Context: an optimization exercise on an open-source flow, tuned for small area and a short achievable clock period. The choices shown serve that exercise and are no tape-out recipe. Only simulation tests tie the RTL to the original design; equivalence was not proved. No activity file was given, so power comes from the tool's default toggle rates.

### flow/config.mk
export PLATFORM = sky130hd
export DESIGN_NAME = mipsCore
export DESIGN_NICKNAME = mipsCore
export VERILOG_FILES = /design/flow/design.v
export SDC_FILE = /design/flow/constraint.sdc
export NUM_CORES = 4
export LEC_CHECK = 0
export CAP_MARGIN = 20
export CORE_MARGIN = 2
export CORE_UTILIZATION = 40
export SETUP_SLACK_MARGIN = 2.0
export SLEW_MARGIN = 20
### flow/constraint.sdc
create_clock -name core_clock -period 11.0 [get_ports {clk}]
set_input_delay 2.2000 -clock core_clock [delete_from_list [all_inputs] [get_ports {clk}]]
set_output_delay 2.2000 -clock core_clock [all_outputs]
set_load 0.01 [all_outputs]
### flow/design.v
`timescale 1ns/1ps
`default_nettype none
package mipsPkg;
	localparam int wordWidth    = 32;
	localparam int regAddrWidth = 5;
	localparam int regCount     = 32;
	localparam int spIndex      = 29;                              
	localparam logic [wordWidth-1:0] stackInit = 32'h0000_4000;
	localparam logic [5:0] opR    = 6'b000000;
	localparam logic [5:0] opQb   = 6'b011111;                     
	localparam logic [5:0] opAddi = 6'b001000;
	localparam logic [5:0] opLw   = 6'b100011;
	localparam logic [5:0] opSw   = 6'b101011;
	localparam logic [5:0] opBeq  = 6'b000100;
	localparam logic [5:0] opJ    = 6'b000010;
	localparam logic [5:0] fnAdd   = 6'b100000;
	localparam logic [5:0] fnSub   = 6'b100010;
	localparam logic [5:0] fnAnd   = 6'b100100;
	localparam logic [5:0] fnOr    = 6'b100101;
	localparam logic [5:0] fnSlt   = 6'b101010;
	localparam logic [5:0] fnQbAdd = 6'b010000;
	localparam logic [4:0] shQbWrap = 5'b00000;                    
	localparam logic [4:0] shQbSat  = 5'b00100;                    
	typedef enum logic [3:0] {
		aluAnd      = 4'b0000,
		aluOr       = 4'b0001,
		aluAdd      = 4'b0010,
		aluSub      = 4'b0110,
		aluSlt      = 4'b0111,
		aluQbAdd    = 4'b1000,
		aluQbAddSat = 4'b1001,
		aluNone     = 4'b1111
	} aluOp_t;
	typedef struct packed {
		logic [5:0]              opcode;
		logic [regAddrWidth-1:0] rs;
		logic [regAddrWidth-1:0] rt;
		logic [regAddrWidth-1:0] rd;
		logic [4:0]              shamt;
		logic [5:0]              funct;
	} rFields_t;
	typedef struct packed {
		logic [5:0]              opcode;
		logic [regAddrWidth-1:0] rs;
		logic [regAddrWidth-1:0] rt;
		logic [15:0]             imm;
	} iFields_t;
	typedef struct packed {
		logic [5:0]  opcode;
		logic [25:0] target;
	} jFields_t;
	typedef union packed {
		rFields_t rForm;
		iFields_t iForm;
		jFields_t jForm;
	} instr_t;
endpackage
`default_nettype wire
`timescale 1ns/1ps
`default_nettype none
module instrDecoder (
	input  var mipsPkg::instr_t instruction,
	input  wire                 reset,
	output logic                writeEnable,
	output logic                ctrl_regWrite,
	output logic                ctrl_memToReg,
	output logic                ctrl_regDst,
	output logic                ctrl_aluSrc,
	output logic                ctrl_branch,
	output logic                ctrl_jump,
	output mipsPkg::aluOp_t     ctrl_aluOp
);
	always_comb begin
		logic isStore;
		isStore       = 1'b0;
		ctrl_regWrite = 1'b0;                                      
		ctrl_memToReg = 1'b0;
		ctrl_regDst   = 1'b0;
		ctrl_aluSrc   = 1'b0;
		ctrl_branch   = 1'b0;
		ctrl_jump     = 1'b0;
		ctrl_aluOp    = mipsPkg::aluNone;
		case (instruction.rForm.opcode)
			mipsPkg::opR: begin
				ctrl_regDst = 1'b1;
				case (instruction.rForm.funct)
					mipsPkg::fnAdd:   ctrl_aluOp = mipsPkg::aluAdd;
					mipsPkg::fnSub:   ctrl_aluOp = mipsPkg::aluSub;
					mipsPkg::fnAnd:   ctrl_aluOp = mipsPkg::aluAnd;
					mipsPkg::fnOr:    ctrl_aluOp = mipsPkg::aluOr;
					mipsPkg::fnSlt:   ctrl_aluOp = mipsPkg::aluSlt;
					default: ctrl_aluOp = mipsPkg::aluNone;                 
				endcase
				ctrl_regWrite = (ctrl_aluOp != mipsPkg::aluNone);
			end
			mipsPkg::opQb: begin
				ctrl_regDst = 1'b1;
				if (instruction.rForm.funct == mipsPkg::fnQbAdd) begin
					case (instruction.rForm.shamt)
						mipsPkg::shQbWrap: ctrl_aluOp = mipsPkg::aluQbAdd;
						mipsPkg::shQbSat:  ctrl_aluOp = mipsPkg::aluQbAddSat;
						default:  ctrl_aluOp = mipsPkg::aluNone;
					endcase
				end
				ctrl_regWrite = (ctrl_aluOp != mipsPkg::aluNone);
			end
			mipsPkg::opAddi: begin
				ctrl_regWrite = 1'b1;
				ctrl_aluSrc   = 1'b1;
				ctrl_aluOp    = mipsPkg::aluAdd;
			end
			mipsPkg::opLw: begin
				ctrl_regWrite = 1'b1;
				ctrl_memToReg = 1'b1;
				ctrl_aluSrc   = 1'b1;
				ctrl_aluOp    = mipsPkg::aluAdd;                            
			end
			mipsPkg::opSw: begin
				isStore     = 1'b1;
				ctrl_aluSrc = 1'b1;
				ctrl_aluOp  = mipsPkg::aluAdd;
			end
			mipsPkg::opBeq: begin
				ctrl_branch = 1'b1;
				ctrl_aluOp  = mipsPkg::aluSub;                              
			end
			mipsPkg::opJ: begin
				ctrl_jump = 1'b1;
			end
			default: begin
			end
		endcase
		writeEnable = isStore && !reset;                           
	end
endmodule
`default_nettype wire
`timescale 1ns/1ps
`default_nettype none
module alu (
	input  var mipsPkg::aluOp_t          op,
	input  wire [mipsPkg::wordWidth-1:0] srcA,
	input  wire [mipsPkg::wordWidth-1:0] srcB,
	output logic [mipsPkg::wordWidth-1:0] result,
	output logic                          zero
);
	localparam int laneCount = mipsPkg::wordWidth / 8;
	logic [mipsPkg::wordWidth-1:0] qbWrap;
	logic [mipsPkg::wordWidth-1:0] qbSat;
	always_comb begin
		logic [8:0] laneSum;
		qbWrap = '0;
		qbSat  = '0;
		for (int lane = 0; lane < laneCount; lane++) begin
			laneSum = {1'b0, srcA[lane*8 +: 8]} + {1'b0, srcB[lane*8 +: 8]};
			qbWrap[lane*8 +: 8] = laneSum[7:0];                    
			qbSat[lane*8 +: 8]  = laneSum[8] ? 8'hFF : laneSum[7:0];   
		end
	end
	always_comb begin
		case (op)
			mipsPkg::aluAdd:      result = srcA + srcB;
			mipsPkg::aluSub:      result = srcA - srcB;
			mipsPkg::aluAnd:      result = srcA & srcB;
			mipsPkg::aluOr:       result = srcA | srcB;
			mipsPkg::aluSlt:      result = {{(mipsPkg::wordWidth-1){1'b0}}, $signed(srcA) < $signed(srcB)};
			mipsPkg::aluQbAdd:    result = qbWrap;
			mipsPkg::aluQbAddSat: result = qbSat;
			default:     result = '0;                               
		endcase
	end
	assign zero = (result == '0);
endmodule
`default_nettype wire
`timescale 1ns/1ps
`default_nettype none
module regFile (
	input  wire                                clk,
	input  wire                                reset,
	input  wire [mipsPkg::regAddrWidth-1:0]    readAddrA,
	input  wire [mipsPkg::regAddrWidth-1:0]    readAddrB,
	input  wire [mipsPkg::regAddrWidth-1:0]    writeAddr,
	input  wire [mipsPkg::wordWidth-1:0]       writeData,
	input  wire                                writeEn,
	output logic [mipsPkg::wordWidth-1:0]      readDataA,
	output logic [mipsPkg::wordWidth-1:0]      readDataB
);
	logic [mipsPkg::wordWidth-1:0] regs [mipsPkg::regCount];
	always_ff @(posedge clk) begin
		if (reset) begin
			for (int idx = 0; idx < mipsPkg::regCount; idx++) begin
				regs[idx] <= (idx == mipsPkg::spIndex) ? mipsPkg::stackInit : '0;    
			end
		end else if (writeEn && writeAddr != '0) begin         
			regs[writeAddr] <= writeData;
		end
	end
	assign readDataA = regs[readAddrA];
	assign readDataB = regs[readAddrB];
endmodule
`default_nettype wire
`timescale 1ns/1ps
`default_nettype none
module pcUnit (
	input  wire                           clk,
	input  wire                           reset,
	input  wire                           branchTaken,
	input  wire                           jump,
	input  wire [mipsPkg::wordWidth-1:0]  branchOffset,
	input  wire [25:0]                    jumpTarget,
	output logic [mipsPkg::wordWidth-1:0] pc
);
	logic [mipsPkg::wordWidth-1:0] pcPlus4;
	logic [mipsPkg::wordWidth-1:0] branchAddr;
	logic [mipsPkg::wordWidth-1:0] jumpAddr;
	logic [mipsPkg::wordWidth-1:0] pcNext;
	assign pcPlus4    = pc + 32'd4;
	assign branchAddr = pcPlus4 + {branchOffset[mipsPkg::wordWidth-3:0], 2'b00};   
	assign jumpAddr   = {pcPlus4[mipsPkg::wordWidth-1:mipsPkg::wordWidth-4], jumpTarget, 2'b00};
	always_comb begin
		if (jump) begin
			pcNext = jumpAddr;
		end else if (branchTaken) begin
			pcNext = branchAddr;
		end else begin
			pcNext = pcPlus4;
		end
	end
	always_ff @(posedge clk) begin
		if (reset) begin
			pc <= '0;
		end else begin
			pc <= pcNext;
		end
	end
endmodule
`default_nettype wire
`timescale 1ns/1ps
`default_nettype none
module dataPath (
	input  wire                           clk,
	input  wire                           reset,
	input  var mipsPkg::instr_t           instruction,
	input  wire [mipsPkg::wordWidth-1:0]  dataFromMem,
	input  wire                           ctrl_regWrite,
	input  wire                           ctrl_memToReg,
	input  wire                           ctrl_regDst,
	input  wire                           ctrl_aluSrc,
	input  wire                           ctrl_branch,
	input  wire                           ctrl_jump,
	input  var mipsPkg::aluOp_t           ctrl_aluOp,
	output logic [mipsPkg::wordWidth-1:0] pc,
	output logic [mipsPkg::wordWidth-1:0] addressToMem,
	output logic [mipsPkg::wordWidth-1:0] dataToMem
);
	logic [mipsPkg::wordWidth-1:0]    readDataA;
	logic [mipsPkg::wordWidth-1:0]    readDataB;
	logic [mipsPkg::wordWidth-1:0]    signImm;
	logic [mipsPkg::wordWidth-1:0]    srcB;
	logic [mipsPkg::wordWidth-1:0]    aluResult;
	logic [mipsPkg::wordWidth-1:0]    writeData;
	logic [mipsPkg::regAddrWidth-1:0] writeAddr;
	logic                    zero;
	logic                    branchTaken;
	assign signImm   = {{(mipsPkg::wordWidth-16){instruction.iForm.imm[15]}}, instruction.iForm.imm};
	assign srcB      = ctrl_aluSrc ? signImm : readDataB;
	assign writeAddr = ctrl_regDst ? instruction.rForm.rd : instruction.iForm.rt;
	assign writeData = ctrl_memToReg ? dataFromMem : aluResult;
	assign branchTaken = ctrl_branch && zero;                    
	assign addressToMem = aluResult;
	assign dataToMem    = readDataB;                             
	regFile regs (
		.clk       (clk),
		.reset     (reset),
		.readAddrA (instruction.rForm.rs),
		.readAddrB (instruction.rForm.rt),
		.writeAddr (writeAddr),
		.writeData (writeData),
		.writeEn   (ctrl_regWrite),
		.readDataA (readDataA),
		.readDataB (readDataB)
	);
	alu aluUnit (
		.op     (ctrl_aluOp),
		.srcA   (readDataA),
		.srcB   (srcB),
		.result (aluResult),
		.zero   (zero)
	);
	pcUnit pcGen (
		.clk          (clk),
		.reset        (reset),
		.branchTaken  (branchTaken),
		.jump         (ctrl_jump),
		.branchOffset (signImm),
		.jumpTarget   (instruction.jForm.target),
		.pc           (pc)
	);
endmodule
`default_nettype wire
`timescale 1ns/1ps
`default_nettype none
module mipsCore (
	input  wire                           clk,
	input  wire                           reset,
	output logic [mipsPkg::wordWidth-1:0] pc,
	input  wire [mipsPkg::wordWidth-1:0]  instruction,
	output logic                          writeEnable,
	output logic [mipsPkg::wordWidth-1:0] addressToMem,
	output logic [mipsPkg::wordWidth-1:0] dataToMem,
	input  wire [mipsPkg::wordWidth-1:0]  dataFromMem
);
	mipsPkg::instr_t instrWord;
	logic   ctrl_regWrite;
	logic   ctrl_memToReg;
	logic   ctrl_regDst;
	logic   ctrl_aluSrc;
	logic   ctrl_branch;
	logic   ctrl_jump;
	mipsPkg::aluOp_t ctrl_aluOp;
	assign instrWord = instruction;                              
	instrDecoder decoder (
		.instruction (instrWord),
		.reset       (reset),
		.writeEnable (writeEnable),
		.ctrl_regWrite (ctrl_regWrite),
		.ctrl_memToReg (ctrl_memToReg),
		.ctrl_regDst   (ctrl_regDst),
		.ctrl_aluSrc   (ctrl_aluSrc),
		.ctrl_branch   (ctrl_branch),
		.ctrl_jump     (ctrl_jump),
		.ctrl_aluOp    (ctrl_aluOp)
	);
	dataPath path (
		.clk          (clk),
		.reset        (reset),
		.instruction  (instrWord),
		.dataFromMem  (dataFromMem),
		.ctrl_regWrite (ctrl_regWrite),
		.ctrl_memToReg (ctrl_memToReg),
		.ctrl_regDst   (ctrl_regDst),
		.ctrl_aluSrc   (ctrl_aluSrc),
		.ctrl_branch   (ctrl_branch),
		.ctrl_jump     (ctrl_jump),
		.ctrl_aluOp    (ctrl_aluOp),
		.pc           (pc),
		.addressToMem (addressToMem),
		.dataToMem    (dataToMem)
	);
endmodule
`default_nettype wire
### flow/run.sh
#!/bin/bash
# synth_recipe.tcl (not shown) runs the flow's synth.tcl, then flattens the netlist and writes it again
# the make line also repeats each setting of config.mk as NAME=value (left out here)
make -C /OpenROAD-flow-scripts/flow DESIGN_CONFIG=/design/flow/config.mk WORK_HOME=/design/flow/orfs CLKGATE_MAP_FILE= SYNTH_SCRIPT=/design/flow/synth_recipe.tcl finish
==> flow_metrics.tcl <==
set metrics [dict create \
    status "complete, no violations" \
    clockRootBuffer "sky130_fd_sc_hd__clkbuf_16" \
    critPathKind "in2out" \
    timing.max_cap.violations 0 \
    htree_num_levels 3 \
    tritoncts "built" \
    power.density_nw_per_um2 155 \
    power.leakage_nw 26.6 \
    final_nets 5225 \
    grt_pass1_vias 45700 \
    floorplan.die.height_um 397 \
    max_clock_freq_mhz 108 \
    timing.final.ws_setup_ns 1.77 \
    min_delay_path_depth 3 \
    numPortBuffers 160 \
    via_density_per_instance 6.55 \
    final.setup_skew_ns 0.100 \
    grt_pass1_wl_um 345000 \
    timing.final.max_slew_violations 0 \
    drt_first_iter_violations 6881 \
    cts.clk_slew.worst_paths_ns 0.05 \
    totalNegativeSetupSlack_ns 0 \
    gp_congestion 0.943 \
    reg2reg_to "path.pcGen.pc[18]" \
    number_of_storage_elements_in_the_synthesis_netlist 1054 \
    most_common_cell_after_layout_fill_and_taps_aside "sky130_fd_sc_hd__nor2_1" \
    die_x_um 397 \
    routed_wire_length_per_instance_um 34.5 \
    numClockSinks 1054 \
    worst_slew_margin_rel_pct 22.8 \
    remaining_drc_errors 0 \
    rows 144 \
    area_growth_pct 22.5 \
    final_layout_size_suffix_gt1_share_pct 33.5 \
    worstPathRequired_ns 8.80 \
    worstSetupEndpointType "output port" \
    final_antenna_net_count 0 \
    netlist_instances 4673 \
    final_setup_violation_count 0 \
    layout.cells.most_common_list "1,150 x sky130_fd_sc_hd__nor2_1, 1,024 x sky130_fd_sc_hd__edfxtp_1, 640 x sky130_fd_sc_hd__mux4_2, 352 x sky130_fd_sc_hd__buf_4, 117 x sky130_fd_sc_hd__clkbuf_16" \
    final_min_period_over_clock_period_pct 83.9 \
    hold_end "path.pcGen.pc[31]" \
    syn_area_per_cell_um2 13.2 \
    synthFlopType "sky130_fd_sc_hd__edfxtp_1" \
    worst_r2r_path_depth 24 \
    postLayoutCoreUtil_pct 49.2 \
    timing.hold.worst.start "path.pcGen.pc[31]" \
    vdd_drop_max_mv 0.137 \
    startpoint_of_the_worst_slack_reg_to_reg_timing_path "path.regs.regs[15][8]" \
    synth-seq-area-share_pct 50.7 \
    die_area_um2 158000 \
    crit_path_max_fanout 8 \
    layout_min_cycle_time_ns 9.23 \
    post-dp-hpwl_um 147000 \
    clk_path_buf_depth 3 \
    pin_count_of_the_biggest_net_entering_global_routing 50 \
    timing_worst_slew_pin_value_ns 1.13 \
    synth.cell_area_um2 61800 \
    detailedRoute.firstPassIterationCount 5 \
    start_util_pct 40.2 \
    critPathLaunchType "input port" \
    gr-total-overflow 0 \
    synthDistinctLibCells 93 \
    boundaryPins 163 \
    design.core.area_um2 154000 \
    synth_async_sr_flop_share_pct 0 \
    cts_hold_buf 0 \
    ys.warnings.count 4 \
    rsz_0062_raised_after_global_routing "yes" \
    clkLatencyLatePin_ns 0.78 \
    synth_enable_flop_cells 1024 \
    hold_class "reg2reg" \
    setup.reg_to_reg.worst_slack_ns 3.81 \
    final-hold-violation-count 0 \
    place_ws_ns 0.174 \
    dr_total_vias 46900 \
    global_route.usage.total_pct 30.9 \
    critical_path_arrival_ns 7.03 \
    cts-buffers-inserted 115 \
    antenna_found_initial 8 \
    drt_wl_total_um 247000 \
]
-- metal layers --
layer  global-route usage, %  vias up  wire [um]
met4                    15.8        6      15100
met1                    39.8    24000      87400
met5                       0        -         44
met3                    8.37      767      31400
li1                        -    18600          -
met2                    48.0     3566     113000
-- critical path, cell delays in order --
cell and delay, ns:
sky130_fd_sc_hd__buf_16 0.15, sky130_fd_sc_hd__buf_16 0.20, sky130_fd_sc_hd__clkbuf_16 0.20, sky130_fd_sc_hd__buf_16 0.15, sky130_fd_sc_hd__mux4_2 0.54, sky130_fd_sc_hd__mux4_2 0.50
sky130_fd_sc_hd__mux2_4 0.34, sky130_fd_sc_hd__o21ai_4 0.18, sky130_fd_sc_hd__inv_2 0.06, sky130_fd_sc_hd__ha_4 0.18, sky130_fd_sc_hd__inv_2 0.07, sky130_fd_sc_hd__fa_2 0.22
sky130_fd_sc_hd__o21ba_4 0.15, sky130_fd_sc_hd__nor2b_2 0.05, sky130_fd_sc_hd__o21ai_2 0.18, sky130_fd_sc_hd__a2111oi_4 0.10, sky130_fd_sc_hd__buf_4 0.18, sky130_fd_sc_hd__a2111oi_4 0.34
sky130_fd_sc_hd__o311a_1 0.22, sky130_fd_sc_hd__o41a_1 0.16, sky130_fd_sc_hd__nor2_1 0.04, sky130_fd_sc_hd__or3_1 0.39, sky130_fd_sc_hd__buf_2 0.15
-- what timing repair did --
item	CTS	global route
setup endpoints to repair	40	32
cloned	32	2
pin swaps	79	69
setup buffers	132	46
gates resized for setup	385	135
-- state kept, by name, summed over array words and instances, names as in the netlist --
register,cells
path.regs.regs,1024
path.pcGen.pc,30
-- kinds of logic (layout without fill, tap and decap cells) --
logic type	Yosys count	in the layout	share of synthesized area [%]
adders and majority gates	136	136	2.82
xor gates and xnor gates	88	88	1.25
other	1	37	0.00606
buffers and inverters	546	956	3.41
DFF	1054	1054	50.7
and+or+nand+nor	1613	1613	11.1
AOI/OAI and AO/OA	474	474	5.33
muxes	761	761	25.4
-- metrics by stage --
stage	hold slack, ns	area (um^2)	std cells	power, mW
floorplan	0.633	62200	4706	6.16
global placement	0.606	67200	6727	7.17
detailed placement	0.615	67300	6732	7.18
CTS	0.627	74700	7106	11.5
global route	0.672	75800	7162	12.0
finish	0.620	75800	7163	11.7
-- report_power, final --
group / switching [mW] / internal (mW) / leakage [nW] / total (mW)
Clock: 1.70 / 2.39 / 1.89 / 4.09
Combinational: 1.76 / 1.29 / 13.9 / 3.05
Sequential: 0.0739 / 4.54 / 10.8 / 4.61
Total: 3.53 / 8.21 / 26.6 / 11.7
-- final cells by class --
type / instances / area [um^2]
Tap cell: 2044 / 2560
Sequential cell: 1054 / 31400
Clock buffer: 133 / 2950
Clock inverter: 77 / 998
Multi-Input combinational cell: 3106 / 30600
Inverter: 117 / 445
Antenna cell: 3 / 7.51
Timing Repair Buffer: 629 / 6900
Fill cell: 13100 / 78100
-- cell usage after synthesis, drive strengths merged (30+ instances only) --
master  instances  area (um^2)
mux2i          57          571
nand2         154          578
ha            130         1630
mux4          640        14400
dfxtp          30          601
edfxtp       1024        30700
nor3           44          220
mux2           64          721
a211oi         39          298
inv           116          435
nand3          38          190
xnor2          66          578
a21oi          99          495
nand2b         31          194
buf            72          327
o21ai          95          475
nor2         1161         4360
clkbuf        357         1340
-- worst max-delay path by stage --
| stage | start | endpoint | slack [ns] |
|---|---|---|---|
| after detailed placement | instruction[16] | addressToMem[27] | 0.17 |
| after floorplan | instruction[17] | addressToMem[28] | 1.99 |
| after global routing | instruction[16] | addressToMem[31] | 1.67 |
| final | instruction[16] | addressToMem[31] | 1.77 |
| after global placement | instruction[16] | addressToMem[27] | 0.18 |
| after CTS | instruction[16] | addressToMem[31] | 1.78 |

[separate check: timing with driven ports]
Ports are ideal in the flow. The routed layout listed here was re-timed in OpenROAD.
Step 1 assumes that a clkbuf_16 drives the clock port and a buf_2 every other input.
Step 2 adds t to the input delays and takes it off the output delays; t is the mean of the earliest and latest rising clock arrival at the registers after step 1. Input paths then give back, and output paths get back, about the clock's delay inside the block.
Slacks: ideal / step 1 / step 2; pairs: ideal / step 1.
t (ns): 0.816
setup WS [ns]: 1.773 / 1.526 / 1.448
hold WS [ns]: 0.620 / 0.620 / 0.620
slew at the worst register clock pin (ns): 0.07 / 0.07
After both steps setup and hold are still met in this run. For this run, drivers alone change the setup slack by -0.247 ns; drivers and shift together by -0.325 ns.
